This is an optimization exercise on Yosys and OpenROAD, whose aim is small area and a short achievable clock period, not a production implementation. Only simulation tests tie the RTL to the original design; equivalence was not proved. Power figures rest on the tool's default switching activity, not on a simulated workload.

==> flow/run.sh <==
#!/bin/bash
# synth_recipe.tcl (not shown) runs the flow's synth.tcl, then flattens the netlist and writes it again
# the make line also repeats each setting of config.mk as NAME=value (left out here)
make -C /OpenROAD-flow-scripts/flow DESIGN_CONFIG=/design/flow/config.mk WORK_HOME=/design/flow/orfs CLKGATE_MAP_FILE= SYNTH_SCRIPT=/design/flow/synth_recipe.tcl finish
==> flow/config.mk <==
export PLATFORM = sky130hd
export DESIGN_NAME = execStage
export DESIGN_NICKNAME = execStage
export VERILOG_FILES = /design/flow/design.v
export SDC_FILE = /design/flow/constraint.sdc
export NUM_CORES = 4
export LEC_CHECK = 0
export CAP_MARGIN = 20
export CORE_MARGIN = 2
export CORE_UTILIZATION = 50
export PLACE_DENSITY = 0.6
export SETUP_SLACK_MARGIN = 5
export SLEW_MARGIN = 20
export SYNTH_HIERARCHICAL = 1
export TNS_END_PERCENT = 0
==> flow/constraint.sdc <==
create_clock -name core_clock -period 13.5 [get_ports {clk}]
set_input_delay 2.7000 -clock core_clock [delete_from_list [all_inputs] [get_ports {clk}]]
set_output_delay 2.7000 -clock core_clock [all_outputs]
set_load 0.01 [all_outputs]
==> flow/design.v <==
package rvTypes_pkg;
    typedef enum logic [6:0] {
        OP_R      = 7'b0110011,
        OP_IMM    = 7'b0010011,
        OP_LOAD   = 7'b0000011,
        OP_STORE  = 7'b0100011,
        OP_BRANCH = 7'b1100011,
        OP_JAL    = 7'b1101111,
        OP_JALR   = 7'b1100111,
        OP_LUI    = 7'b0110111
    } opcodeT;
    typedef enum logic [3:0] {
        ALU_ADD = 4'd0,
        ALU_SUB = 4'd1,
        ALU_AND = 4'd2,
        ALU_OR  = 4'd3,
        ALU_XOR = 4'd4,
        ALU_SLT = 4'd5,
        ALU_SLL = 4'd6,
        ALU_SRL = 4'd7
    } aluCtrlT;
    typedef enum logic [1:0] {
        BR_NONE = 2'b00,
        BR_COND = 2'b01,
        BR_JAL  = 2'b10,
        BR_JALR = 2'b11
    } branchT;
    typedef enum logic [1:0] {
        RES_ALU = 2'b00,
        RES_IMM = 2'b01,
        RES_PC4 = 2'b10,
        RES_MEM = 2'b11
    } resultSrcT;
    typedef enum logic [2:0] {
        IMM_I = 3'b000,
        IMM_S = 3'b001,
        IMM_B = 3'b010,
        IMM_J = 3'b011,
        IMM_U = 3'b100
    } immSrcT;
    typedef struct packed {
        logic [6:0] funct7;
        logic [4:0] rs2;
        logic [4:0] rs1;
        logic [2:0] funct3;
        logic [4:0] rd;
        logic [6:0] opcode;
    } rTypeT;
    typedef struct packed {
        logic [11:0] imm11_0;
        logic [4:0]  rs1;
        logic [2:0]  funct3;
        logic [4:0]  rd;
        logic [6:0]  opcode;
    } iTypeT;
    typedef struct packed {
        logic [6:0] imm11_5;
        logic [4:0] rs2;
        logic [4:0] rs1;
        logic [2:0] funct3;
        logic [4:0] imm4_0;
        logic [6:0] opcode;
    } sTypeT;
    typedef struct packed {
        logic       imm12;
        logic [5:0] imm10_5;
        logic [4:0] rs2;
        logic [4:0] rs1;
        logic [2:0] funct3;
        logic [3:0] imm4_1;
        logic       imm11;
        logic [6:0] opcode;
    } bTypeT;
    typedef struct packed {
        logic [19:0] imm31_12;
        logic [4:0]  rd;
        logic [6:0]  opcode;
    } uTypeT;
    typedef struct packed {
        logic       imm20;
        logic [9:0] imm10_1;
        logic       imm11;
        logic [7:0] imm19_12;
        logic [4:0] rd;
        logic [6:0] opcode;
    } jTypeT;
    typedef union packed {
        rTypeT r;
        iTypeT i;
        sTypeT s;
        bTypeT b;
        uTypeT u;
        jTypeT j;
    } instrT;
endpackage
`timescale 1ns/1ps
module gAoi22 (input logic a, b, c, d, output logic y);
    assign y = ~((a & b) | (c & d));
endmodule
module gNand2 (input logic a, b, output logic y);
    assign y = ~(a & b);
endmodule
module gNand4 (input logic a, b, c, d, output logic y);
    assign y = ~(a & b & c & d);
endmodule
module gNor2 (input logic a, b, output logic y);
    assign y = ~(a | b);
endmodule
module gInv (input logic a, output logic y);
    assign y = ~a;
endmodule
module gAoi21 (input logic a1, a2, b1, output logic y);
    assign y = ~((a1 & a2) | b1);
endmodule
module gOai21 (input logic a1, a2, b1, output logic y);
    assign y = ~((a1 | a2) & b1);
endmodule
module gXor2 (input logic a, b, output logic y);
    assign y = a ^ b;
endmodule
module gXnor2 (input logic a, b, output logic y);
    assign y = ~(a ^ b);
endmodule
module gAo22 (input logic a, b, c, d, output logic y);
    assign y = (a & b) | (c & d);
endmodule
module gAnd3 (input logic a, b, c, output logic y);
    assign y = a & b & c;
endmodule
module gNand3 (input logic a, b, c, output logic y);
    assign y = ~(a & b & c);
endmodule
module gNor4 (input logic a, b, c, d, output logic y);
    assign y = ~(a | b | c | d);
endmodule
module gOr2 (input logic a, b, output logic y);
    assign y = a | b;
endmodule
`timescale 1ns/1ps
module alu (
    input  logic [32-1:0] a,
    input  logic [32-1:0] b,
    input  logic [2:0]       f3,
    input  logic             sub,
    output logic [32-1:0] result
);
    logic             doSub;
    logic [32-1:0] bx;
    logic [32-1:0] g0, p0;
    logic [32-1:0] sum;
    logic             lessThan;
    logic             left;
    logic [32-1:0] shIn;
    logic [32-1:0] shOut;
    logic [32-1:0] shRes;
    assign doSub = (f3 == 3'b010) | ((f3 == 3'b000) & sub);
    assign bx    = b ^ {32{doSub}};
    assign g0    = a & bx;
    assign p0    = a ^ bx;
    prefixAdd add_i (.g(g0), .p(p0), .ci(doSub), .s(sum));
    assign lessThan = (a[32-1] ^ b[32-1]) ? a[32-1] : sum[32-1];
    assign left = ~f3[2];
    bitRev  revIn_i  (.rev(left), .d(a), .q(shIn));
    assign shOut = shIn >> b[4:0];
    bitRev  revOut_i (.rev(left), .d(shOut), .q(shRes));
    always_comb begin
        case (f3)
            3'b001, 3'b101: result = shRes;
            3'b010:         result = {{(32-1){1'b0}}, lessThan};
            3'b100:         result = p0;           
            3'b110:         result = p0 | g0;      
            3'b111:         result = g0;           
            default:        result = sum;
        endcase
    end
endmodule
module bitRev (
    input  logic             rev,
    input  logic [32-1:0] d,
    output logic [32-1:0] q
);
    always_comb begin
        for (int i = 0; i < 32; i++) begin
            q[i] = rev ? d[32-1-i] : d[i];
        end
    end
endmodule
module prefixAdd (
    input  logic [32-1:0] g,
    input  logic [32-1:0] p,
    input  logic             ci,
    output logic [32-1:0] s
);
    logic [32-1:0] G, P;
    always_comb begin
        G = g;
        P = p;
        G[0] = g[0] | (p[0] & ci);
        for (int l = 0; l < 5; l++) begin
            for (int i = (2 << l) - 1; i < 32; i += (2 << l)) begin
                G[i] = G[i] | (P[i] & G[i - (1 << l)]);
                P[i] = P[i] & P[i - (1 << l)];
            end
        end
        for (int l = 3; l >= 0; l--) begin
            for (int i = (3 << l) - 1; i < 32; i += (2 << l)) begin
                G[i] = G[i] | (P[i] & G[i - (1 << l)]);
                P[i] = P[i] & P[i - (1 << l)];
            end
        end
        s = p ^ {G[32-2:0], ci};
    end
endmodule
`timescale 1ns/1ps
module regFile (
    input  logic                   clk,
    input  logic                   rstN,
    input  logic                   we,
    input  logic [5-1:0] ra1,
    input  logic [5-1:0] ra2,
    input  logic [5-1:0] wa,
    input  logic [32-1:0]       wd,
    output logic [32-1:0]       rd1,
    output logic [32-1:0]       rd2
);
    logic [32-1:1] vld;
    logic [32-1:0]      rdata [32-1:1];
    logic [32-1:1] sel1a, sel1b, sel2a, sel2b, wsel;
    genvar gi;
    generate
        for (gi = 1; gi < 32; gi++) begin : g_reg
            logic [32-1:0] q;
            assign wsel[gi] = we && (wa == gi);
            assign rdata[gi] = q;
            logic [32-1:0] d;
            logic             wselN;
            assign wselN = ~wsel[gi];
            for (genvar b = 0; b < 32; b++) begin : g_bit
                gAo22 u_hold (.a(wsel[gi]), .b(wd[b]), .c(wselN), .d(q[b]), .y(d[b]));
            end
            always_ff @(posedge clk) begin
                q <= d;
            end
            always_ff @(posedge clk or negedge rstN) begin
                if (!rstN) vld[gi] <= 1'b0;
                else if (wsel[gi]) vld[gi] <= 1'b1;
            end
        end
    endgenerate
    logic [32*(32-1)-1:0] flat;
    generate
        for (gi = 1; gi < 32; gi++) begin : g_flat
            assign flat[32*(gi-1) +: 32] = rdata[gi];
        end
    endgenerate
    rdDec rdDec1_i (.ra(ra1), .vld(vld), .selA(sel1a), .selB(sel1b));
    rdDec rdDec2_i (.ra(ra2), .vld(vld), .selA(sel2a), .selB(sel2b));
    rdMux rdMux1_i (.selA(sel1a), .selB(sel1b), .d(flat), .q(rd1));
    rdMux rdMux2_i (.selA(sel2a), .selB(sel2b), .d(flat), .q(rd2));
endmodule
module rdMux (
    input  logic [32-1:1]            selA,      
    input  logic [32-1:1]            selB,      
    input  logic [32*(32-1)-1:0]  d,
    output logic [32-1:0]                 q
);
    genvar b, r;
    generate
        for (b = 0; b < 32; b++) begin : g_bit
            logic [32-1:1] col;
            for (r = 1; r < 32; r++) begin : g_col
                assign col[r] = d[32*(r-1) + b];
            end
            rdBit rdBit_i (.sel(b < 32/2 ? selA : selB), .d(col), .q(q[b]));
        end
    endgenerate
endmodule
module rdDec (
    input  logic [5-1:0] ra,
    input  logic [32-1:1]  vld,
    output logic [32-1:1]  selA,
    output logic [32-1:1]  selB
);
    logic [3:0] lo;
    logic [7:0] hi;
    preDec2 u_lo (.a(ra[1:0]), .y(lo));
    preDec3 u_hi (.a(ra[4:2]), .y(hi));
    genvar i;
    generate
        for (i = 1; i < 32; i++) begin : g_sel
            gAnd3 u_a (.a(lo[i % 4]), .b(hi[i / 4]), .c(vld[i]), .y(selA[i]));
            gAnd3 u_b (.a(lo[i % 4]), .b(hi[i / 4]), .c(vld[i]), .y(selB[i]));
        end
    endgenerate
endmodule
module preDec2 (input logic [1:0] a, output logic [3:0] y);
    always_comb for (int k = 0; k < 4; k++) y[k] = (a == k);
endmodule
module preDec3 (input logic [2:0] a, output logic [7:0] y);
    always_comb for (int k = 0; k < 8; k++) y[k] = (a == k);
endmodule
module rdBit (
    input  logic [32-1:1] sel,
    input  logic [32-1:1] d,
    output logic                  q
);
    logic [3:0] grp;      
    rdGrp7 u_g0 (.sel(sel[7:1]),   .d(d[7:1]),   .y(grp[0]));
    rdGrp8 u_g1 (.sel(sel[15:8]),  .d(d[15:8]),  .y(grp[1]));
    rdGrp8 u_g2 (.sel(sel[23:16]), .d(d[23:16]), .y(grp[2]));
    rdGrp8 u_g3 (.sel(sel[31:24]), .d(d[31:24]), .y(grp[3]));
    rdOr4  u_or (.a(grp), .y(q));
endmodule
module rdGrp8 (
    input  logic [7:0] sel,
    input  logic [7:0] d,
    output logic       y
);
    assign y = |(sel & d);
endmodule
module rdGrp7 (
    input  logic [6:0] sel,
    input  logic [6:0] d,
    output logic       y
);
    assign y = |(sel & d);
endmodule
module rdOr4 (
    input  logic [3:0] a,
    output logic       y
);
    logic [1:0] n;
    gNor2  u_n0 (.a(a[0]), .b(a[1]), .y(n[0]));
    gNor2  u_n1 (.a(a[2]), .b(a[3]), .y(n[1]));
    gNand2 u_o  (.a(n[0]), .b(n[1]), .y(y));
endmodule
`timescale 1ns/1ps
module fastAdd (
    input  logic [31:0] a,
    input  logic [31:0] b,
    output logic [31:0] s
);
    logic g0_0, p0_0, x_0, g0_1, p0_1, x_1, g0_2, p0_2, x_2, g0_3, p0_3, x_3, g0_4, p0_4, x_4, g0_5, p0_5, x_5, g0_6, p0_6, x_6, g0_7, p0_7, x_7, g0_8, p0_8, x_8, g0_9, p0_9, x_9, g0_10, p0_10, x_10, g0_11, p0_11, x_11, g0_12, p0_12, x_12, g0_13, p0_13, x_13, g0_14, p0_14, x_14, g0_15, p0_15, x_15, g0_16, p0_16, x_16, g0_17, p0_17, x_17, g0_18, p0_18, x_18, g0_19, p0_19, x_19, g0_20, p0_20, x_20, g0_21, p0_21, x_21, g0_22, p0_22, x_22, g0_23, p0_23, x_23, g0_24, p0_24, x_24, g0_25, p0_25, x_25, g0_26, p0_26, x_26, g0_27, p0_27, x_27, g0_28, p0_28, x_28, g0_29, p0_29, x_29, g0_30, p0_30, x_30, g0_31, p0_31, x_31, g1_1, g1_2, p1_2, g1_3, p1_3, g1_4, p1_4, g1_5, p1_5, g1_6, p1_6, g1_7, p1_7, g1_8, p1_8, g1_9, p1_9, g1_10, p1_10, g1_11, p1_11, g1_12, p1_12, g1_13, p1_13, g1_14, p1_14, g1_15, p1_15, g1_16, p1_16, g1_17, p1_17, g1_18, p1_18, g1_19, p1_19, g1_20, p1_20, g1_21, p1_21, g1_22, p1_22, g1_23, p1_23, g1_24, p1_24, g1_25, p1_25, g1_26, p1_26, g1_27, p1_27, g1_28, p1_28, g1_29, p1_29, g1_30, p1_30, g1_31, p1_31, g0_0_n, g2_2, g2_3, g2_4, p2_4, g2_5, p2_5, g2_6, p2_6, g2_7, p2_7, g2_8, p2_8, g2_9, p2_9, g2_10, p2_10, g2_11, p2_11, g2_12, p2_12, g2_13, p2_13, g2_14, p2_14, g2_15, p2_15, g2_16, p2_16, g2_17, p2_17, g2_18, p2_18, g2_19, p2_19, g2_20, p2_20, g2_21, p2_21, g2_22, p2_22, g2_23, p2_23, g2_24, p2_24, g2_25, p2_25, g2_26, p2_26, g2_27, p2_27, g2_28, p2_28, g2_29, p2_29, g2_30, p2_30, g2_31, p2_31, g3_4, g1_1_n, g3_5, g3_6, g3_7, g3_8, p3_8, g3_9, p3_9, g3_10, p3_10, g3_11, p3_11, g3_12, p3_12, g3_13, p3_13, g3_14, p3_14, g3_15, p3_15, g3_16, p3_16, g3_17, p3_17, g3_18, p3_18, g3_19, p3_19, g3_20, p3_20, g3_21, p3_21, g3_22, p3_22, g3_23, p3_23, g3_24, p3_24, g3_25, p3_25, g3_26, p3_26, g3_27, p3_27, g3_28, p3_28, g3_29, p3_29, g3_30, p3_30, g3_31, p3_31, g4_8, g4_9, g2_2_n, g4_10, g2_3_n, g4_11, g4_12, g4_13, g4_14, g4_15, g4_16, p4_16, g4_17, p4_17, g4_18, p4_18, g4_19, p4_19, g4_20, p4_20, g4_21, p4_21, g4_22, p4_22, g4_23, p4_23, g4_24, p4_24, g4_25, p4_25, g4_26, p4_26, g4_27, p4_27, g4_28, p4_28, g4_29, p4_29, g4_30, p4_30, g4_31, p4_31, g5_16, g5_17, g5_18, g5_19, g3_4_n, g5_20, g3_5_n, g5_21, g3_6_n, g5_22, g3_7_n, g5_23, g5_24, g5_25, g5_26, g5_27, g5_28, g5_29, g5_30, g5_31;
    gNand2 u_g0_0 (.a(a[0]), .b(b[0]), .y(g0_0));
    gNor2  u_p0_0 (.a(a[0]), .b(b[0]), .y(p0_0));
    gXor2  u_x_0  (.a(a[0]), .b(b[0]), .y(x_0));
    gNand2 u_g0_1 (.a(a[1]), .b(b[1]), .y(g0_1));
    gNor2  u_p0_1 (.a(a[1]), .b(b[1]), .y(p0_1));
    gXor2  u_x_1  (.a(a[1]), .b(b[1]), .y(x_1));
    gNand2 u_g0_2 (.a(a[2]), .b(b[2]), .y(g0_2));
    gNor2  u_p0_2 (.a(a[2]), .b(b[2]), .y(p0_2));
    gXor2  u_x_2  (.a(a[2]), .b(b[2]), .y(x_2));
    gNand2 u_g0_3 (.a(a[3]), .b(b[3]), .y(g0_3));
    gNor2  u_p0_3 (.a(a[3]), .b(b[3]), .y(p0_3));
    gXor2  u_x_3  (.a(a[3]), .b(b[3]), .y(x_3));
    gNand2 u_g0_4 (.a(a[4]), .b(b[4]), .y(g0_4));
    gNor2  u_p0_4 (.a(a[4]), .b(b[4]), .y(p0_4));
    gXor2  u_x_4  (.a(a[4]), .b(b[4]), .y(x_4));
    gNand2 u_g0_5 (.a(a[5]), .b(b[5]), .y(g0_5));
    gNor2  u_p0_5 (.a(a[5]), .b(b[5]), .y(p0_5));
    gXor2  u_x_5  (.a(a[5]), .b(b[5]), .y(x_5));
    gNand2 u_g0_6 (.a(a[6]), .b(b[6]), .y(g0_6));
    gNor2  u_p0_6 (.a(a[6]), .b(b[6]), .y(p0_6));
    gXor2  u_x_6  (.a(a[6]), .b(b[6]), .y(x_6));
    gNand2 u_g0_7 (.a(a[7]), .b(b[7]), .y(g0_7));
    gNor2  u_p0_7 (.a(a[7]), .b(b[7]), .y(p0_7));
    gXor2  u_x_7  (.a(a[7]), .b(b[7]), .y(x_7));
    gNand2 u_g0_8 (.a(a[8]), .b(b[8]), .y(g0_8));
    gNor2  u_p0_8 (.a(a[8]), .b(b[8]), .y(p0_8));
    gXor2  u_x_8  (.a(a[8]), .b(b[8]), .y(x_8));
    gNand2 u_g0_9 (.a(a[9]), .b(b[9]), .y(g0_9));
    gNor2  u_p0_9 (.a(a[9]), .b(b[9]), .y(p0_9));
    gXor2  u_x_9  (.a(a[9]), .b(b[9]), .y(x_9));
    gNand2 u_g0_10 (.a(a[10]), .b(b[10]), .y(g0_10));
    gNor2  u_p0_10 (.a(a[10]), .b(b[10]), .y(p0_10));
    gXor2  u_x_10  (.a(a[10]), .b(b[10]), .y(x_10));
    gNand2 u_g0_11 (.a(a[11]), .b(b[11]), .y(g0_11));
    gNor2  u_p0_11 (.a(a[11]), .b(b[11]), .y(p0_11));
    gXor2  u_x_11  (.a(a[11]), .b(b[11]), .y(x_11));
    gNand2 u_g0_12 (.a(a[12]), .b(b[12]), .y(g0_12));
    gNor2  u_p0_12 (.a(a[12]), .b(b[12]), .y(p0_12));
    gXor2  u_x_12  (.a(a[12]), .b(b[12]), .y(x_12));
    gNand2 u_g0_13 (.a(a[13]), .b(b[13]), .y(g0_13));
    gNor2  u_p0_13 (.a(a[13]), .b(b[13]), .y(p0_13));
    gXor2  u_x_13  (.a(a[13]), .b(b[13]), .y(x_13));
    gNand2 u_g0_14 (.a(a[14]), .b(b[14]), .y(g0_14));
    gNor2  u_p0_14 (.a(a[14]), .b(b[14]), .y(p0_14));
    gXor2  u_x_14  (.a(a[14]), .b(b[14]), .y(x_14));
    gNand2 u_g0_15 (.a(a[15]), .b(b[15]), .y(g0_15));
    gNor2  u_p0_15 (.a(a[15]), .b(b[15]), .y(p0_15));
    gXor2  u_x_15  (.a(a[15]), .b(b[15]), .y(x_15));
    gNand2 u_g0_16 (.a(a[16]), .b(b[16]), .y(g0_16));
    gNor2  u_p0_16 (.a(a[16]), .b(b[16]), .y(p0_16));
    gXor2  u_x_16  (.a(a[16]), .b(b[16]), .y(x_16));
    gNand2 u_g0_17 (.a(a[17]), .b(b[17]), .y(g0_17));
    gNor2  u_p0_17 (.a(a[17]), .b(b[17]), .y(p0_17));
    gXor2  u_x_17  (.a(a[17]), .b(b[17]), .y(x_17));
    gNand2 u_g0_18 (.a(a[18]), .b(b[18]), .y(g0_18));
    gNor2  u_p0_18 (.a(a[18]), .b(b[18]), .y(p0_18));
    gXor2  u_x_18  (.a(a[18]), .b(b[18]), .y(x_18));
    gNand2 u_g0_19 (.a(a[19]), .b(b[19]), .y(g0_19));
    gNor2  u_p0_19 (.a(a[19]), .b(b[19]), .y(p0_19));
    gXor2  u_x_19  (.a(a[19]), .b(b[19]), .y(x_19));
    gNand2 u_g0_20 (.a(a[20]), .b(b[20]), .y(g0_20));
    gNor2  u_p0_20 (.a(a[20]), .b(b[20]), .y(p0_20));
    gXor2  u_x_20  (.a(a[20]), .b(b[20]), .y(x_20));
    gNand2 u_g0_21 (.a(a[21]), .b(b[21]), .y(g0_21));
    gNor2  u_p0_21 (.a(a[21]), .b(b[21]), .y(p0_21));
    gXor2  u_x_21  (.a(a[21]), .b(b[21]), .y(x_21));
    gNand2 u_g0_22 (.a(a[22]), .b(b[22]), .y(g0_22));
    gNor2  u_p0_22 (.a(a[22]), .b(b[22]), .y(p0_22));
    gXor2  u_x_22  (.a(a[22]), .b(b[22]), .y(x_22));
    gNand2 u_g0_23 (.a(a[23]), .b(b[23]), .y(g0_23));
    gNor2  u_p0_23 (.a(a[23]), .b(b[23]), .y(p0_23));
    gXor2  u_x_23  (.a(a[23]), .b(b[23]), .y(x_23));
    gNand2 u_g0_24 (.a(a[24]), .b(b[24]), .y(g0_24));
    gNor2  u_p0_24 (.a(a[24]), .b(b[24]), .y(p0_24));
    gXor2  u_x_24  (.a(a[24]), .b(b[24]), .y(x_24));
    gNand2 u_g0_25 (.a(a[25]), .b(b[25]), .y(g0_25));
    gNor2  u_p0_25 (.a(a[25]), .b(b[25]), .y(p0_25));
    gXor2  u_x_25  (.a(a[25]), .b(b[25]), .y(x_25));
    gNand2 u_g0_26 (.a(a[26]), .b(b[26]), .y(g0_26));
    gNor2  u_p0_26 (.a(a[26]), .b(b[26]), .y(p0_26));
    gXor2  u_x_26  (.a(a[26]), .b(b[26]), .y(x_26));
    gNand2 u_g0_27 (.a(a[27]), .b(b[27]), .y(g0_27));
    gNor2  u_p0_27 (.a(a[27]), .b(b[27]), .y(p0_27));
    gXor2  u_x_27  (.a(a[27]), .b(b[27]), .y(x_27));
    gNand2 u_g0_28 (.a(a[28]), .b(b[28]), .y(g0_28));
    gNor2  u_p0_28 (.a(a[28]), .b(b[28]), .y(p0_28));
    gXor2  u_x_28  (.a(a[28]), .b(b[28]), .y(x_28));
    gNand2 u_g0_29 (.a(a[29]), .b(b[29]), .y(g0_29));
    gNor2  u_p0_29 (.a(a[29]), .b(b[29]), .y(p0_29));
    gXor2  u_x_29  (.a(a[29]), .b(b[29]), .y(x_29));
    gNand2 u_g0_30 (.a(a[30]), .b(b[30]), .y(g0_30));
    gNor2  u_p0_30 (.a(a[30]), .b(b[30]), .y(p0_30));
    gXor2  u_x_30  (.a(a[30]), .b(b[30]), .y(x_30));
    gNand2 u_g0_31 (.a(a[31]), .b(b[31]), .y(g0_31));
    gNor2  u_p0_31 (.a(a[31]), .b(b[31]), .y(p0_31));
    gXor2  u_x_31  (.a(a[31]), .b(b[31]), .y(x_31));
    gOai21 u_g1_1 (.a1(p0_1), .a2(g0_0), .b1(g0_1), .y(g1_1));
    gOai21 u_g1_2 (.a1(p0_2), .a2(g0_1), .b1(g0_2), .y(g1_2));
    gNor2  u_p1_2 (.a(p0_2), .b(p0_1), .y(p1_2));
    gOai21 u_g1_3 (.a1(p0_3), .a2(g0_2), .b1(g0_3), .y(g1_3));
    gNor2  u_p1_3 (.a(p0_3), .b(p0_2), .y(p1_3));
    gOai21 u_g1_4 (.a1(p0_4), .a2(g0_3), .b1(g0_4), .y(g1_4));
    gNor2  u_p1_4 (.a(p0_4), .b(p0_3), .y(p1_4));
    gOai21 u_g1_5 (.a1(p0_5), .a2(g0_4), .b1(g0_5), .y(g1_5));
    gNor2  u_p1_5 (.a(p0_5), .b(p0_4), .y(p1_5));
    gOai21 u_g1_6 (.a1(p0_6), .a2(g0_5), .b1(g0_6), .y(g1_6));
    gNor2  u_p1_6 (.a(p0_6), .b(p0_5), .y(p1_6));
    gOai21 u_g1_7 (.a1(p0_7), .a2(g0_6), .b1(g0_7), .y(g1_7));
    gNor2  u_p1_7 (.a(p0_7), .b(p0_6), .y(p1_7));
    gOai21 u_g1_8 (.a1(p0_8), .a2(g0_7), .b1(g0_8), .y(g1_8));
    gNor2  u_p1_8 (.a(p0_8), .b(p0_7), .y(p1_8));
    gOai21 u_g1_9 (.a1(p0_9), .a2(g0_8), .b1(g0_9), .y(g1_9));
    gNor2  u_p1_9 (.a(p0_9), .b(p0_8), .y(p1_9));
    gOai21 u_g1_10 (.a1(p0_10), .a2(g0_9), .b1(g0_10), .y(g1_10));
    gNor2  u_p1_10 (.a(p0_10), .b(p0_9), .y(p1_10));
    gOai21 u_g1_11 (.a1(p0_11), .a2(g0_10), .b1(g0_11), .y(g1_11));
    gNor2  u_p1_11 (.a(p0_11), .b(p0_10), .y(p1_11));
    gOai21 u_g1_12 (.a1(p0_12), .a2(g0_11), .b1(g0_12), .y(g1_12));
    gNor2  u_p1_12 (.a(p0_12), .b(p0_11), .y(p1_12));
    gOai21 u_g1_13 (.a1(p0_13), .a2(g0_12), .b1(g0_13), .y(g1_13));
    gNor2  u_p1_13 (.a(p0_13), .b(p0_12), .y(p1_13));
    gOai21 u_g1_14 (.a1(p0_14), .a2(g0_13), .b1(g0_14), .y(g1_14));
    gNor2  u_p1_14 (.a(p0_14), .b(p0_13), .y(p1_14));
    gOai21 u_g1_15 (.a1(p0_15), .a2(g0_14), .b1(g0_15), .y(g1_15));
    gNor2  u_p1_15 (.a(p0_15), .b(p0_14), .y(p1_15));
    gOai21 u_g1_16 (.a1(p0_16), .a2(g0_15), .b1(g0_16), .y(g1_16));
    gNor2  u_p1_16 (.a(p0_16), .b(p0_15), .y(p1_16));
    gOai21 u_g1_17 (.a1(p0_17), .a2(g0_16), .b1(g0_17), .y(g1_17));
    gNor2  u_p1_17 (.a(p0_17), .b(p0_16), .y(p1_17));
    gOai21 u_g1_18 (.a1(p0_18), .a2(g0_17), .b1(g0_18), .y(g1_18));
    gNor2  u_p1_18 (.a(p0_18), .b(p0_17), .y(p1_18));
    gOai21 u_g1_19 (.a1(p0_19), .a2(g0_18), .b1(g0_19), .y(g1_19));
    gNor2  u_p1_19 (.a(p0_19), .b(p0_18), .y(p1_19));
    gOai21 u_g1_20 (.a1(p0_20), .a2(g0_19), .b1(g0_20), .y(g1_20));
    gNor2  u_p1_20 (.a(p0_20), .b(p0_19), .y(p1_20));
    gOai21 u_g1_21 (.a1(p0_21), .a2(g0_20), .b1(g0_21), .y(g1_21));
    gNor2  u_p1_21 (.a(p0_21), .b(p0_20), .y(p1_21));
    gOai21 u_g1_22 (.a1(p0_22), .a2(g0_21), .b1(g0_22), .y(g1_22));
    gNor2  u_p1_22 (.a(p0_22), .b(p0_21), .y(p1_22));
    gOai21 u_g1_23 (.a1(p0_23), .a2(g0_22), .b1(g0_23), .y(g1_23));
    gNor2  u_p1_23 (.a(p0_23), .b(p0_22), .y(p1_23));
    gOai21 u_g1_24 (.a1(p0_24), .a2(g0_23), .b1(g0_24), .y(g1_24));
    gNor2  u_p1_24 (.a(p0_24), .b(p0_23), .y(p1_24));
    gOai21 u_g1_25 (.a1(p0_25), .a2(g0_24), .b1(g0_25), .y(g1_25));
    gNor2  u_p1_25 (.a(p0_25), .b(p0_24), .y(p1_25));
    gOai21 u_g1_26 (.a1(p0_26), .a2(g0_25), .b1(g0_26), .y(g1_26));
    gNor2  u_p1_26 (.a(p0_26), .b(p0_25), .y(p1_26));
    gOai21 u_g1_27 (.a1(p0_27), .a2(g0_26), .b1(g0_27), .y(g1_27));
    gNor2  u_p1_27 (.a(p0_27), .b(p0_26), .y(p1_27));
    gOai21 u_g1_28 (.a1(p0_28), .a2(g0_27), .b1(g0_28), .y(g1_28));
    gNor2  u_p1_28 (.a(p0_28), .b(p0_27), .y(p1_28));
    gOai21 u_g1_29 (.a1(p0_29), .a2(g0_28), .b1(g0_29), .y(g1_29));
    gNor2  u_p1_29 (.a(p0_29), .b(p0_28), .y(p1_29));
    gOai21 u_g1_30 (.a1(p0_30), .a2(g0_29), .b1(g0_30), .y(g1_30));
    gNor2  u_p1_30 (.a(p0_30), .b(p0_29), .y(p1_30));
    gOai21 u_g1_31 (.a1(p0_31), .a2(g0_30), .b1(g0_31), .y(g1_31));
    gNor2  u_p1_31 (.a(p0_31), .b(p0_30), .y(p1_31));
    gInv   u_g0_0_n (.a(g0_0), .y(g0_0_n));
    gAoi21 u_g2_2 (.a1(p1_2), .a2(g0_0_n), .b1(g1_2), .y(g2_2));
    gAoi21 u_g2_3 (.a1(p1_3), .a2(g1_1), .b1(g1_3), .y(g2_3));
    gAoi21 u_g2_4 (.a1(p1_4), .a2(g1_2), .b1(g1_4), .y(g2_4));
    gNand2 u_p2_4 (.a(p1_4), .b(p1_2), .y(p2_4));
    gAoi21 u_g2_5 (.a1(p1_5), .a2(g1_3), .b1(g1_5), .y(g2_5));
    gNand2 u_p2_5 (.a(p1_5), .b(p1_3), .y(p2_5));
    gAoi21 u_g2_6 (.a1(p1_6), .a2(g1_4), .b1(g1_6), .y(g2_6));
    gNand2 u_p2_6 (.a(p1_6), .b(p1_4), .y(p2_6));
    gAoi21 u_g2_7 (.a1(p1_7), .a2(g1_5), .b1(g1_7), .y(g2_7));
    gNand2 u_p2_7 (.a(p1_7), .b(p1_5), .y(p2_7));
    gAoi21 u_g2_8 (.a1(p1_8), .a2(g1_6), .b1(g1_8), .y(g2_8));
    gNand2 u_p2_8 (.a(p1_8), .b(p1_6), .y(p2_8));
    gAoi21 u_g2_9 (.a1(p1_9), .a2(g1_7), .b1(g1_9), .y(g2_9));
    gNand2 u_p2_9 (.a(p1_9), .b(p1_7), .y(p2_9));
    gAoi21 u_g2_10 (.a1(p1_10), .a2(g1_8), .b1(g1_10), .y(g2_10));
    gNand2 u_p2_10 (.a(p1_10), .b(p1_8), .y(p2_10));
    gAoi21 u_g2_11 (.a1(p1_11), .a2(g1_9), .b1(g1_11), .y(g2_11));
    gNand2 u_p2_11 (.a(p1_11), .b(p1_9), .y(p2_11));
    gAoi21 u_g2_12 (.a1(p1_12), .a2(g1_10), .b1(g1_12), .y(g2_12));
    gNand2 u_p2_12 (.a(p1_12), .b(p1_10), .y(p2_12));
    gAoi21 u_g2_13 (.a1(p1_13), .a2(g1_11), .b1(g1_13), .y(g2_13));
    gNand2 u_p2_13 (.a(p1_13), .b(p1_11), .y(p2_13));
    gAoi21 u_g2_14 (.a1(p1_14), .a2(g1_12), .b1(g1_14), .y(g2_14));
    gNand2 u_p2_14 (.a(p1_14), .b(p1_12), .y(p2_14));
    gAoi21 u_g2_15 (.a1(p1_15), .a2(g1_13), .b1(g1_15), .y(g2_15));
    gNand2 u_p2_15 (.a(p1_15), .b(p1_13), .y(p2_15));
    gAoi21 u_g2_16 (.a1(p1_16), .a2(g1_14), .b1(g1_16), .y(g2_16));
    gNand2 u_p2_16 (.a(p1_16), .b(p1_14), .y(p2_16));
    gAoi21 u_g2_17 (.a1(p1_17), .a2(g1_15), .b1(g1_17), .y(g2_17));
    gNand2 u_p2_17 (.a(p1_17), .b(p1_15), .y(p2_17));
    gAoi21 u_g2_18 (.a1(p1_18), .a2(g1_16), .b1(g1_18), .y(g2_18));
    gNand2 u_p2_18 (.a(p1_18), .b(p1_16), .y(p2_18));
    gAoi21 u_g2_19 (.a1(p1_19), .a2(g1_17), .b1(g1_19), .y(g2_19));
    gNand2 u_p2_19 (.a(p1_19), .b(p1_17), .y(p2_19));
    gAoi21 u_g2_20 (.a1(p1_20), .a2(g1_18), .b1(g1_20), .y(g2_20));
    gNand2 u_p2_20 (.a(p1_20), .b(p1_18), .y(p2_20));
    gAoi21 u_g2_21 (.a1(p1_21), .a2(g1_19), .b1(g1_21), .y(g2_21));
    gNand2 u_p2_21 (.a(p1_21), .b(p1_19), .y(p2_21));
    gAoi21 u_g2_22 (.a1(p1_22), .a2(g1_20), .b1(g1_22), .y(g2_22));
    gNand2 u_p2_22 (.a(p1_22), .b(p1_20), .y(p2_22));
    gAoi21 u_g2_23 (.a1(p1_23), .a2(g1_21), .b1(g1_23), .y(g2_23));
    gNand2 u_p2_23 (.a(p1_23), .b(p1_21), .y(p2_23));
    gAoi21 u_g2_24 (.a1(p1_24), .a2(g1_22), .b1(g1_24), .y(g2_24));
    gNand2 u_p2_24 (.a(p1_24), .b(p1_22), .y(p2_24));
    gAoi21 u_g2_25 (.a1(p1_25), .a2(g1_23), .b1(g1_25), .y(g2_25));
    gNand2 u_p2_25 (.a(p1_25), .b(p1_23), .y(p2_25));
    gAoi21 u_g2_26 (.a1(p1_26), .a2(g1_24), .b1(g1_26), .y(g2_26));
    gNand2 u_p2_26 (.a(p1_26), .b(p1_24), .y(p2_26));
    gAoi21 u_g2_27 (.a1(p1_27), .a2(g1_25), .b1(g1_27), .y(g2_27));
    gNand2 u_p2_27 (.a(p1_27), .b(p1_25), .y(p2_27));
    gAoi21 u_g2_28 (.a1(p1_28), .a2(g1_26), .b1(g1_28), .y(g2_28));
    gNand2 u_p2_28 (.a(p1_28), .b(p1_26), .y(p2_28));
    gAoi21 u_g2_29 (.a1(p1_29), .a2(g1_27), .b1(g1_29), .y(g2_29));
    gNand2 u_p2_29 (.a(p1_29), .b(p1_27), .y(p2_29));
    gAoi21 u_g2_30 (.a1(p1_30), .a2(g1_28), .b1(g1_30), .y(g2_30));
    gNand2 u_p2_30 (.a(p1_30), .b(p1_28), .y(p2_30));
    gAoi21 u_g2_31 (.a1(p1_31), .a2(g1_29), .b1(g1_31), .y(g2_31));
    gNand2 u_p2_31 (.a(p1_31), .b(p1_29), .y(p2_31));
    gOai21 u_g3_4 (.a1(p2_4), .a2(g0_0), .b1(g2_4), .y(g3_4));
    gInv   u_g1_1_n (.a(g1_1), .y(g1_1_n));
    gOai21 u_g3_5 (.a1(p2_5), .a2(g1_1_n), .b1(g2_5), .y(g3_5));
    gOai21 u_g3_6 (.a1(p2_6), .a2(g2_2), .b1(g2_6), .y(g3_6));
    gOai21 u_g3_7 (.a1(p2_7), .a2(g2_3), .b1(g2_7), .y(g3_7));
    gOai21 u_g3_8 (.a1(p2_8), .a2(g2_4), .b1(g2_8), .y(g3_8));
    gNor2  u_p3_8 (.a(p2_8), .b(p2_4), .y(p3_8));
    gOai21 u_g3_9 (.a1(p2_9), .a2(g2_5), .b1(g2_9), .y(g3_9));
    gNor2  u_p3_9 (.a(p2_9), .b(p2_5), .y(p3_9));
    gOai21 u_g3_10 (.a1(p2_10), .a2(g2_6), .b1(g2_10), .y(g3_10));
    gNor2  u_p3_10 (.a(p2_10), .b(p2_6), .y(p3_10));
    gOai21 u_g3_11 (.a1(p2_11), .a2(g2_7), .b1(g2_11), .y(g3_11));
    gNor2  u_p3_11 (.a(p2_11), .b(p2_7), .y(p3_11));
    gOai21 u_g3_12 (.a1(p2_12), .a2(g2_8), .b1(g2_12), .y(g3_12));
    gNor2  u_p3_12 (.a(p2_12), .b(p2_8), .y(p3_12));
    gOai21 u_g3_13 (.a1(p2_13), .a2(g2_9), .b1(g2_13), .y(g3_13));
    gNor2  u_p3_13 (.a(p2_13), .b(p2_9), .y(p3_13));
    gOai21 u_g3_14 (.a1(p2_14), .a2(g2_10), .b1(g2_14), .y(g3_14));
    gNor2  u_p3_14 (.a(p2_14), .b(p2_10), .y(p3_14));
    gOai21 u_g3_15 (.a1(p2_15), .a2(g2_11), .b1(g2_15), .y(g3_15));
    gNor2  u_p3_15 (.a(p2_15), .b(p2_11), .y(p3_15));
    gOai21 u_g3_16 (.a1(p2_16), .a2(g2_12), .b1(g2_16), .y(g3_16));
    gNor2  u_p3_16 (.a(p2_16), .b(p2_12), .y(p3_16));
    gOai21 u_g3_17 (.a1(p2_17), .a2(g2_13), .b1(g2_17), .y(g3_17));
    gNor2  u_p3_17 (.a(p2_17), .b(p2_13), .y(p3_17));
    gOai21 u_g3_18 (.a1(p2_18), .a2(g2_14), .b1(g2_18), .y(g3_18));
    gNor2  u_p3_18 (.a(p2_18), .b(p2_14), .y(p3_18));
    gOai21 u_g3_19 (.a1(p2_19), .a2(g2_15), .b1(g2_19), .y(g3_19));
    gNor2  u_p3_19 (.a(p2_19), .b(p2_15), .y(p3_19));
    gOai21 u_g3_20 (.a1(p2_20), .a2(g2_16), .b1(g2_20), .y(g3_20));
    gNor2  u_p3_20 (.a(p2_20), .b(p2_16), .y(p3_20));
    gOai21 u_g3_21 (.a1(p2_21), .a2(g2_17), .b1(g2_21), .y(g3_21));
    gNor2  u_p3_21 (.a(p2_21), .b(p2_17), .y(p3_21));
    gOai21 u_g3_22 (.a1(p2_22), .a2(g2_18), .b1(g2_22), .y(g3_22));
    gNor2  u_p3_22 (.a(p2_22), .b(p2_18), .y(p3_22));
    gOai21 u_g3_23 (.a1(p2_23), .a2(g2_19), .b1(g2_23), .y(g3_23));
    gNor2  u_p3_23 (.a(p2_23), .b(p2_19), .y(p3_23));
    gOai21 u_g3_24 (.a1(p2_24), .a2(g2_20), .b1(g2_24), .y(g3_24));
    gNor2  u_p3_24 (.a(p2_24), .b(p2_20), .y(p3_24));
    gOai21 u_g3_25 (.a1(p2_25), .a2(g2_21), .b1(g2_25), .y(g3_25));
    gNor2  u_p3_25 (.a(p2_25), .b(p2_21), .y(p3_25));
    gOai21 u_g3_26 (.a1(p2_26), .a2(g2_22), .b1(g2_26), .y(g3_26));
    gNor2  u_p3_26 (.a(p2_26), .b(p2_22), .y(p3_26));
    gOai21 u_g3_27 (.a1(p2_27), .a2(g2_23), .b1(g2_27), .y(g3_27));
    gNor2  u_p3_27 (.a(p2_27), .b(p2_23), .y(p3_27));
    gOai21 u_g3_28 (.a1(p2_28), .a2(g2_24), .b1(g2_28), .y(g3_28));
    gNor2  u_p3_28 (.a(p2_28), .b(p2_24), .y(p3_28));
    gOai21 u_g3_29 (.a1(p2_29), .a2(g2_25), .b1(g2_29), .y(g3_29));
    gNor2  u_p3_29 (.a(p2_29), .b(p2_25), .y(p3_29));
    gOai21 u_g3_30 (.a1(p2_30), .a2(g2_26), .b1(g2_30), .y(g3_30));
    gNor2  u_p3_30 (.a(p2_30), .b(p2_26), .y(p3_30));
    gOai21 u_g3_31 (.a1(p2_31), .a2(g2_27), .b1(g2_31), .y(g3_31));
    gNor2  u_p3_31 (.a(p2_31), .b(p2_27), .y(p3_31));
    gAoi21 u_g4_8 (.a1(p3_8), .a2(g0_0_n), .b1(g3_8), .y(g4_8));
    gAoi21 u_g4_9 (.a1(p3_9), .a2(g1_1), .b1(g3_9), .y(g4_9));
    gInv   u_g2_2_n (.a(g2_2), .y(g2_2_n));
    gAoi21 u_g4_10 (.a1(p3_10), .a2(g2_2_n), .b1(g3_10), .y(g4_10));
    gInv   u_g2_3_n (.a(g2_3), .y(g2_3_n));
    gAoi21 u_g4_11 (.a1(p3_11), .a2(g2_3_n), .b1(g3_11), .y(g4_11));
    gAoi21 u_g4_12 (.a1(p3_12), .a2(g3_4), .b1(g3_12), .y(g4_12));
    gAoi21 u_g4_13 (.a1(p3_13), .a2(g3_5), .b1(g3_13), .y(g4_13));
    gAoi21 u_g4_14 (.a1(p3_14), .a2(g3_6), .b1(g3_14), .y(g4_14));
    gAoi21 u_g4_15 (.a1(p3_15), .a2(g3_7), .b1(g3_15), .y(g4_15));
    gAoi21 u_g4_16 (.a1(p3_16), .a2(g3_8), .b1(g3_16), .y(g4_16));
    gNand2 u_p4_16 (.a(p3_16), .b(p3_8), .y(p4_16));
    gAoi21 u_g4_17 (.a1(p3_17), .a2(g3_9), .b1(g3_17), .y(g4_17));
    gNand2 u_p4_17 (.a(p3_17), .b(p3_9), .y(p4_17));
    gAoi21 u_g4_18 (.a1(p3_18), .a2(g3_10), .b1(g3_18), .y(g4_18));
    gNand2 u_p4_18 (.a(p3_18), .b(p3_10), .y(p4_18));
    gAoi21 u_g4_19 (.a1(p3_19), .a2(g3_11), .b1(g3_19), .y(g4_19));
    gNand2 u_p4_19 (.a(p3_19), .b(p3_11), .y(p4_19));
    gAoi21 u_g4_20 (.a1(p3_20), .a2(g3_12), .b1(g3_20), .y(g4_20));
    gNand2 u_p4_20 (.a(p3_20), .b(p3_12), .y(p4_20));
    gAoi21 u_g4_21 (.a1(p3_21), .a2(g3_13), .b1(g3_21), .y(g4_21));
    gNand2 u_p4_21 (.a(p3_21), .b(p3_13), .y(p4_21));
    gAoi21 u_g4_22 (.a1(p3_22), .a2(g3_14), .b1(g3_22), .y(g4_22));
    gNand2 u_p4_22 (.a(p3_22), .b(p3_14), .y(p4_22));
    gAoi21 u_g4_23 (.a1(p3_23), .a2(g3_15), .b1(g3_23), .y(g4_23));
    gNand2 u_p4_23 (.a(p3_23), .b(p3_15), .y(p4_23));
    gAoi21 u_g4_24 (.a1(p3_24), .a2(g3_16), .b1(g3_24), .y(g4_24));
    gNand2 u_p4_24 (.a(p3_24), .b(p3_16), .y(p4_24));
    gAoi21 u_g4_25 (.a1(p3_25), .a2(g3_17), .b1(g3_25), .y(g4_25));
    gNand2 u_p4_25 (.a(p3_25), .b(p3_17), .y(p4_25));
    gAoi21 u_g4_26 (.a1(p3_26), .a2(g3_18), .b1(g3_26), .y(g4_26));
    gNand2 u_p4_26 (.a(p3_26), .b(p3_18), .y(p4_26));
    gAoi21 u_g4_27 (.a1(p3_27), .a2(g3_19), .b1(g3_27), .y(g4_27));
    gNand2 u_p4_27 (.a(p3_27), .b(p3_19), .y(p4_27));
    gAoi21 u_g4_28 (.a1(p3_28), .a2(g3_20), .b1(g3_28), .y(g4_28));
    gNand2 u_p4_28 (.a(p3_28), .b(p3_20), .y(p4_28));
    gAoi21 u_g4_29 (.a1(p3_29), .a2(g3_21), .b1(g3_29), .y(g4_29));
    gNand2 u_p4_29 (.a(p3_29), .b(p3_21), .y(p4_29));
    gAoi21 u_g4_30 (.a1(p3_30), .a2(g3_22), .b1(g3_30), .y(g4_30));
    gNand2 u_p4_30 (.a(p3_30), .b(p3_22), .y(p4_30));
    gAoi21 u_g4_31 (.a1(p3_31), .a2(g3_23), .b1(g3_31), .y(g4_31));
    gNand2 u_p4_31 (.a(p3_31), .b(p3_23), .y(p4_31));
    gOai21 u_g5_16 (.a1(p4_16), .a2(g0_0), .b1(g4_16), .y(g5_16));
    gOai21 u_g5_17 (.a1(p4_17), .a2(g1_1_n), .b1(g4_17), .y(g5_17));
    gOai21 u_g5_18 (.a1(p4_18), .a2(g2_2), .b1(g4_18), .y(g5_18));
    gOai21 u_g5_19 (.a1(p4_19), .a2(g2_3), .b1(g4_19), .y(g5_19));
    gInv   u_g3_4_n (.a(g3_4), .y(g3_4_n));
    gOai21 u_g5_20 (.a1(p4_20), .a2(g3_4_n), .b1(g4_20), .y(g5_20));
    gInv   u_g3_5_n (.a(g3_5), .y(g3_5_n));
    gOai21 u_g5_21 (.a1(p4_21), .a2(g3_5_n), .b1(g4_21), .y(g5_21));
    gInv   u_g3_6_n (.a(g3_6), .y(g3_6_n));
    gOai21 u_g5_22 (.a1(p4_22), .a2(g3_6_n), .b1(g4_22), .y(g5_22));
    gInv   u_g3_7_n (.a(g3_7), .y(g3_7_n));
    gOai21 u_g5_23 (.a1(p4_23), .a2(g3_7_n), .b1(g4_23), .y(g5_23));
    gOai21 u_g5_24 (.a1(p4_24), .a2(g4_8), .b1(g4_24), .y(g5_24));
    gOai21 u_g5_25 (.a1(p4_25), .a2(g4_9), .b1(g4_25), .y(g5_25));
    gOai21 u_g5_26 (.a1(p4_26), .a2(g4_10), .b1(g4_26), .y(g5_26));
    gOai21 u_g5_27 (.a1(p4_27), .a2(g4_11), .b1(g4_27), .y(g5_27));
    gOai21 u_g5_28 (.a1(p4_28), .a2(g4_12), .b1(g4_28), .y(g5_28));
    gOai21 u_g5_29 (.a1(p4_29), .a2(g4_13), .b1(g4_29), .y(g5_29));
    gOai21 u_g5_30 (.a1(p4_30), .a2(g4_14), .b1(g4_30), .y(g5_30));
    gOai21 u_g5_31 (.a1(p4_31), .a2(g4_15), .b1(g4_31), .y(g5_31));
    assign s[0] = x_0;
    gXnor2 u_s_1 (.a(x_1), .b(g0_0), .y(s[1]));
    gXor2  u_s_2 (.a(x_2), .b(g1_1), .y(s[2]));
    gXnor2 u_s_3 (.a(x_3), .b(g2_2), .y(s[3]));
    gXnor2 u_s_4 (.a(x_4), .b(g2_3), .y(s[4]));
    gXor2  u_s_5 (.a(x_5), .b(g3_4), .y(s[5]));
    gXor2  u_s_6 (.a(x_6), .b(g3_5), .y(s[6]));
    gXor2  u_s_7 (.a(x_7), .b(g3_6), .y(s[7]));
    gXor2  u_s_8 (.a(x_8), .b(g3_7), .y(s[8]));
    gXnor2 u_s_9 (.a(x_9), .b(g4_8), .y(s[9]));
    gXnor2 u_s_10 (.a(x_10), .b(g4_9), .y(s[10]));
    gXnor2 u_s_11 (.a(x_11), .b(g4_10), .y(s[11]));
    gXnor2 u_s_12 (.a(x_12), .b(g4_11), .y(s[12]));
    gXnor2 u_s_13 (.a(x_13), .b(g4_12), .y(s[13]));
    gXnor2 u_s_14 (.a(x_14), .b(g4_13), .y(s[14]));
    gXnor2 u_s_15 (.a(x_15), .b(g4_14), .y(s[15]));
    gXnor2 u_s_16 (.a(x_16), .b(g4_15), .y(s[16]));
    gXor2  u_s_17 (.a(x_17), .b(g5_16), .y(s[17]));
    gXor2  u_s_18 (.a(x_18), .b(g5_17), .y(s[18]));
    gXor2  u_s_19 (.a(x_19), .b(g5_18), .y(s[19]));
    gXor2  u_s_20 (.a(x_20), .b(g5_19), .y(s[20]));
    gXor2  u_s_21 (.a(x_21), .b(g5_20), .y(s[21]));
    gXor2  u_s_22 (.a(x_22), .b(g5_21), .y(s[22]));
    gXor2  u_s_23 (.a(x_23), .b(g5_22), .y(s[23]));
    gXor2  u_s_24 (.a(x_24), .b(g5_23), .y(s[24]));
    gXor2  u_s_25 (.a(x_25), .b(g5_24), .y(s[25]));
    gXor2  u_s_26 (.a(x_26), .b(g5_25), .y(s[26]));
    gXor2  u_s_27 (.a(x_27), .b(g5_26), .y(s[27]));
    gXor2  u_s_28 (.a(x_28), .b(g5_27), .y(s[28]));
    gXor2  u_s_29 (.a(x_29), .b(g5_28), .y(s[29]));
    gXor2  u_s_30 (.a(x_30), .b(g5_29), .y(s[30]));
    gXor2  u_s_31 (.a(x_31), .b(g5_30), .y(s[31]));
endmodule
module eqTree (
    input  logic [31:0] a,
    input  logic [31:0] b,
    output logic        eq,
    output logic        ne
);
    logic [31:0] diff;
    logic [7:0]  grpEq;
    logic [1:0]  halfNe;
    genvar i;
    generate
        for (i = 0; i < 32; i++) begin : g_x
            gXor2 u (.a(a[i]), .b(b[i]), .y(diff[i]));
        end
        for (i = 0; i < 8; i++) begin : g_l1
            gNor4 u (.a(diff[4*i]), .b(diff[4*i+1]), .c(diff[4*i+2]), .d(diff[4*i+3]), .y(grpEq[i]));
        end
        for (i = 0; i < 2; i++) begin : g_l2
            gNand4 u (.a(grpEq[4*i]), .b(grpEq[4*i+1]), .c(grpEq[4*i+2]), .d(grpEq[4*i+3]), .y(halfNe[i]));
        end
    endgenerate
    gNor2 u_eq (.a(halfNe[0]), .b(halfNe[1]), .y(eq));
    gOr2  u_ne (.a(halfNe[0]), .b(halfNe[1]), .y(ne));
endmodule
module pcFinal (
    input  logic        jalr,
    input  logic        eq,
    input  logic        ne,
    input  logic [31:0] jalrPc,
    input  logic [31:0] nextIfEq,
    input  logic [31:0] nextIfNe,
    output logic [31:0] pcNext
);
    genvar i;
    generate
        for (i = 0; i < 32; i++) begin : g_b
            logic t0, t1, t2;
            gNand2 u0 (.a(jalr), .b(jalrPc[i]),   .y(t0));
            gNand2 u1 (.a(eq),   .b(nextIfEq[i]), .y(t1));
            gNand2 u2 (.a(ne),   .b(nextIfNe[i]), .y(t2));
            gNand3 u3 (.a(t0), .b(t1), .c(t2), .y(pcNext[i]));
        end
    endgenerate
endmodule
`timescale 1ns/1ps
module execStage (
    input  logic               clk,
    input  logic               rstN,
    input  logic [32-1:0]   instr,
    input  logic [32-1:0]   pc,
    input  logic               instrValid,
    input  logic [32-1:0]   readData,       
    output logic [32-1:0]   memAddr,
    output logic [32-1:0]   memWriteData,
    output logic               memWrite,
    output logic [32-1:0]   pcNext
);
    logic [6:0]       op;
    logic [2:0]       f3;
    logic             isOp, isOpImm, isLoad, isStore, isBranch, isJal, isJalr, isLui;
    logic             regWrite;
    logic [32-1:0] rs1Data;
    logic [32-1:0] rs2Data;
    logic [32-1:0] immI, immU, immB, immJ;
    logic [32-1:0] addrImm;
    logic [32-1:0] addrSum;
    logic [32-1:0] brImm;
    logic [32-1:0] pcTarget;
    logic [32-1:0] pcPlus4;
    logic [32-1:0] aluResult;
    logic [32-1:0] result;
    assign op = instr[6:0];
    assign f3 = instr[14:12];
    assign isOp     = (op == 7'b0110011);
    assign isOpImm  = (op == 7'b0010011);
    assign isLoad   = (op == 7'b0000011);
    assign isStore  = (op == 7'b0100011);
    assign isBranch = (op == 7'b1100011);
    assign isJal    = (op == 7'b1101111);
    assign isJalr   = (op == 7'b1100111);
    assign isLui    = (op == 7'b0110111);
    assign regWrite = isOp | isOpImm | isLoad | isJal | isJalr | isLui;
    assign immI = {{20{instr[31]}}, instr[31:20]};
    assign immU = {instr[31:12], 12'b0};
    assign immB = {{20{instr[31]}}, instr[7], instr[30:25], instr[11:8], 1'b0};
    assign immJ = {{12{instr[31]}}, instr[19:12], instr[20], instr[30:21], 1'b0};
    regFile regFile_i (
        .clk  (clk),
        .rstN (rstN),
        .we   (instrValid & regWrite),
        .ra1  (instr[19:15]),
        .ra2  (instr[24:20]),
        .wa   (instr[11:7]),
        .wd   (result),
        .rd1  (rs1Data),
        .rd2  (rs2Data)
    );
    assign addrImm = {immI[32-1:5], (op[5] & ~op[6]) ? instr[11:7] : instr[24:20]};
    fastAdd addrAdd_i (.a(rs1Data), .b(addrImm), .s(addrSum));
    assign brImm    = op[3] ? immJ : immB;
    prefixAdd tgtAdd_i (.g(pc & brImm), .p(pc ^ brImm), .ci(1'b0), .s(pcTarget));
    assign pcPlus4  = pc + 4;
    logic eq, ne;
    logic takeIfEq, takeIfNe;
    logic [32-1:0] nextIfEq, nextIfNe;
    eqTree eq_i (.a(rs1Data), .b(rs2Data), .eq(eq), .ne(ne));
    assign takeIfEq = isJal | (isBranch & ~f3[0]);
    assign takeIfNe = isJal | (isBranch & f3[0]);
    assign nextIfEq = isJalr ? '0 : (takeIfEq ? pcTarget : pcPlus4);
    assign nextIfNe = isJalr ? '0 : (takeIfNe ? pcTarget : pcPlus4);
    pcFinal pcFinal_i (
        .jalr     (isJalr),
        .eq       (eq),
        .ne       (ne),
        .jalrPc   ({addrSum[32-1:1], 1'b0}),
        .nextIfEq (nextIfEq),
        .nextIfNe (nextIfNe),
        .pcNext   (pcNext)
    );
    alu alu_i (
        .a      (rs1Data),
        .b      (op[5] ? rs2Data : immI),
        .f3     (f3),
        .sub    (op[5] & instr[30]),
        .result (aluResult)
    );
    always_comb begin
        if (op[2])      result = op[6] ? pcPlus4 : immU;      
        else if (op[4]) result = aluResult;                    
        else            result = readData;                     
    end
    assign memAddr      = addrSum;
    assign memWriteData = rs2Data;
    assign memWrite     = instrValid & isStore;
endmodule
==> summary.md <==
| Metric | Value |
|---|---|
| Status | no timing/DRC/antenna violations |
| Pre-CTS setup slack | 1910 ps |
| Clock Latency Late Sink | 750 ps |
| CP required | 10,800 ps |
| Synth cell types | 84 |
| DIE HEIGHT | 333 um |
| Crit path arrival time | 6680 ps |
| Worst VDD drop | 0.114 mV |
| Setup violators final | 0 |
| Setup tns final | 0 ps |
| DP HPWL | 176,000 um |
| Initial antenna violation count | 12 |
| CP most frequent cell | buf_12 |
| Synth Warn # | 14 |
| Die ar. | 111,000 um2 |
| Root Driver | clkbuf_16 |
| CP bufs+invs | 5 |
| Gp weighted congestion | 1.04 |
| First-pass GRT wire length | roughly 400,000 um |
| Core area | between 100,000 and 150,000 um2 |
| First-pass detailed-route iteration total | 10 |
| Clock Pin Slew Worst Setup and Hold Paths | 70 ps |
| Max Cap Viol | 0 |
| Clk sinks | 1,023 |
| Vias | between 50,000 and 60,000 |
| Top FF cell, synth | dfxtp_1 |
| Layout area overhead | 23.8% |
| RSZ-0062 raised after global routing | true |
| Nets | 6,343 |
| Sequential Area | 20,600 um2 |
| CTS tree | built |
| Hold Path Class | flip-flop to flip-flop |
| Initial Util | between 50 and 60% |
| Chip width | 333 um |
| Final Non-Filler Cells | 7,607 |
| Post-route setup slack | 4120 ps |
| Post-synth EDFFs | 0 |
| H-Tree Depth | 3 |
| Slowest stage delay, CP | 420 ps |
| Multi-input gate area | between 30,000 and 40,000 um2 |
| Register area share after synthesis | 38.2% |
| CP Class | input port to output port |
| CTS Hold Bufs | 0 |
| Async S/R FF share, synth | just over 3% |
| CP Capture Type | output port |
| F_max | 0.107 GHz |
| Placed Cells | 7,230 |
| I/O pins | roughly 200 |
| Max Transition Viols Final | 0 |
| 1st-iter DRT viols | 9,828 |
| Crit path launch type | input port |
| Fillers | roughly 9,100 |
| Hold Violations, Final | 0 |
| TritonCTS Buffers | 104 |
| Clock Tree Buf Depth | 3 |
| Total wire length | about 280,000 um |
| Drt drc | 0 |
| Post-Synthesis Cell Area | 54,000 um2 |
| Vias/cell | 7.62 |
| Worst clock skew | between 50 and 60 ps |
| CP top delay family | simple AND/OR/NAND/NOR gates |
| Rows | 120 |
| Largest net degree at the start of global routing | 74 |
| PD cells | 105 nW/um2 |
| Rel. slew slack | 15.6% |
| Vias in the first global route | 52,800 |
| Antenna-violating nets left | 0 |
| Worst-path fanout max | 16 |
| Crit path max-delay cell type | nand4_1 |
| Total track usage | 47.8% |
| Cells after Synth | between 5,000 and 6,000 |
| Routed WL per cell | 36.9 um |
| Syn_area_per_cell | about 9.6 um2 |
| Commonest non-fill, non-tap cells in the layout | a22o_1, dfxtp_1, a22oi_1, nand2_1, buf_4 |
| Pleak | 26.4 nW |
| Tmin final | 9380 ps |
| Most common cell after layout, fill and taps aside | a22o_1 |
| Cell Chain, Critical Path | clkbuf_2, buf_12, buf_12, and3b_2, and3_4, a22oi_1, nand4_1, nor2_2, nand2_2, xor2_1, nor4_2, nand4_1, or2_4, buf_12, nand2_1, nand3_2, buf_2 |
| GRT overflow | 0 |
| Worst-Margin Slew | 1270 ps |
| Port Buffers | approximately 200 |
| Layout cells sized above 1 | slightly above 20% |
| Flops & latches, synth | 1,023 |
| Fin crit share | 69.5% |
==> timing repair <==
| action | in CTS | in global routing |
|---|---|---|
| setup endpoints to repair | 1088 | 733 |
| resized for setup | 705 | 253 |
| pin swaps | 118 | 155 |
| gates cloned | 19 | 7 |
| setup buffers | 98 | 53 |
==> cells by family after synthesis <==
logic type               synth area share [%]
other                                 0.00694
XOR/XNOR                                 3.00
flip-flops                               38.2
multiplexers                             4.75
AND/OR/NAND/NOR                          12.6
adder cells (fa/ha/maj)                  3.03
buffers and inverters                    1.97
AO/OA/AOI/OAI                            36.5
==> state kept, by name, summed over array words and instances, names as in the netlist <==
| name | count |
|---|---|
| regFile_i.vld | 31 |
| regFile_i.g.q | 992 |
==> Yosys stat by module (local to each module, per instance), excerpt <==
module     flops+latches  cell area, um2  cells inside  copies in the design
alu                    0            4450           606                     1
bitRev                 0             544            36                     2
execStage              0            3330           510                     1
gAoi21                 0            8.76             1                    52
gInv                   0            3.75             1                     8
gNand3                 0            5.00             1                    32
gNor2                  0            3.75             1                   211
gNor4                  0            12.5             1                     8
gOai21                 0            5.00             1                    72
preDec2                0            26.3             4                     2
rdGrp8                 0            36.3             5                   192
regFile             1023           21500          1165                     1
==> area by class of cell <==
| type | count | area share, % |
|---|---|---|
| Antenna cell | 6 | 0.0225 |
| Tap cell | 1403 | 2.63 |
| Timing Repair Buffer | 489 | 7.40 |
| Sequential cell | 1023 | 30.9 |
| Clock inverter | 41 | 0.621 |
| Multi-Input combinational cell | 4391 | 53.3 |
| Inverter | 105 | 0.595 |
| Clock buffer | 149 | 4.61 |
==> worst register-to-register path: cells and delay by family, from the launching register on <==
kind,cells,cell delay (ps)
AOI/OAI and AO/OA,10,2610
and+or+nand+nor,5,1220
adders and majority gates,3,890
buffers and inverters,5,860
muxes,3,740
DFF,1,520
xor gates and xnor gates,2,290
==> path summary, 6_finish.rpt <==
check / from / end / slack, ps / cells past startpoint
setup / recovery: instr[22] / pcNext[16] / 4120 / 17
hold / removal: regFile_i.g_reg[25].q[12] / regFile_i.g_reg[25].q[12] / 500 / 1
setup reg to reg: regFile_i.vld[1] / regFile_i.g_reg[27].q[0] / 6250 / 28
hold reg to reg: regFile_i.g_reg[25].q[12] / regFile_i.g_reg[25].q[12] / 500 / 1
max in group asynchronous: rstN / regFile_i.vld[3] / 10880 / 1
min in group asynchronous: rstN / regFile_i.vld[30] / 2070 / 1
==> where the power goes <==
| group | leakage, nW | switching, W | total, W | internal [W] |
|---|---|---|---|---|
| clock | 1.73 | 0.00132 | 0.00296 | 0.00164 |
| combinational | 16.2 | 0.000606 | 0.000936 | 0.000330 |
| sequential | 8.44 | 0.0000669 | 0.00316 | 0.00310 |
==> synth_stat cells (8+ instances only) <==
master,number,share of area [%]
a211oi_1,51,0.71
a21o_1,49,0.68
a21oi_1,91,0.84
a21oi_2,52,0.84
a222oi_1,66,1.2
a22o_1,996,16
a22oi_1,917,13
and3_1,133,1.5
buf_1,13,0.090
buf_2,21,0.19
clkbuf_1,70,0.49
dfrtp_1,31,1.4
dfxtp_1,992,37
ha_1,130,3.0
inv_1,104,0.72
mux2_2,57,1.2
mux2_4,60,1.7
mux2i_1,55,1.0
mux4_2,21,0.88
nand2_1,365,2.5
nand2b_1,14,0.16
nand3_1,129,1.2
nand4_1,205,2.4
nor2_1,358,2.5
nor2b_1,45,0.52
nor3_1,19,0.18
nor3b_1,8,0.11
nor4_2,9,0.21
o21ai_0,51,0.47
o21ai_1,76,0.70
o21bai_1,35,0.49
o221ai_1,17,0.28
o22ai_1,51,0.59
or3_1,22,0.25
xnor2_1,54,0.88
xor2_1,131,2.1
==> metal layers <==
metal  vias up  wire (um)  GRT usage [%]
met4        12      23700           31.8
met1     28100     102000           58.9
met5         -        218           1.09
li1      23900          -              -
met3      1168      42600           20.6
met2      4831     112000           67.1
==> through the flow <==
stage | power [W] | utilization (%) | hold slack, ps | area [um2]
6_report | 0.00705 | 62.5 | 498 | 66900
3_5_place_dp | 0.00401 | 54.9 | 479 | 58800
2_1_floorplan | 0.00364 | - | 460 | 54200
4_1_cts | 0.00696 | 61.1 | 496 | 65400
5_1_grt | 0.00719 | 62.5 | 506 | 66900
3_3_place_gp | 0.00400 | 54.8 | 474 | 58700

==> afterwards: timing with drivers on the ports <==
The flow's constraints put no driver on any port. The routed layout listed below was extracted and timed again, unchanged, in two steps. Step 1 (the two cells are an assumption about what drives the block):
set clk [get_ports {clk}]
set_driving_cell -lib_cell sky130_fd_sc_hd__clkbuf_16 $clk
set_driving_cell -lib_cell sky130_fd_sc_hd__buf_2 [delete_from_list [all_inputs] $clk]
Step 2 adds t to the input delays and takes it off the output delays; t is the mean of the earliest and latest rising clock arrival at the registers after step 1. Input paths then give back, and output paths get back, about the clock's delay inside the block. a / b / c = ideal / step 1 / step 2; a / b = the first two.
t, ns: 0.798
slack for setup (ns): 4.124 / 4.088 / 3.526
worst hold slack (ns): 0.498 / 0.498 / 0.498
After both steps setup and hold are still met in this run. For this run, drivers alone change the setup slack by -0.036 ns; drivers and shift together by -0.598 ns.
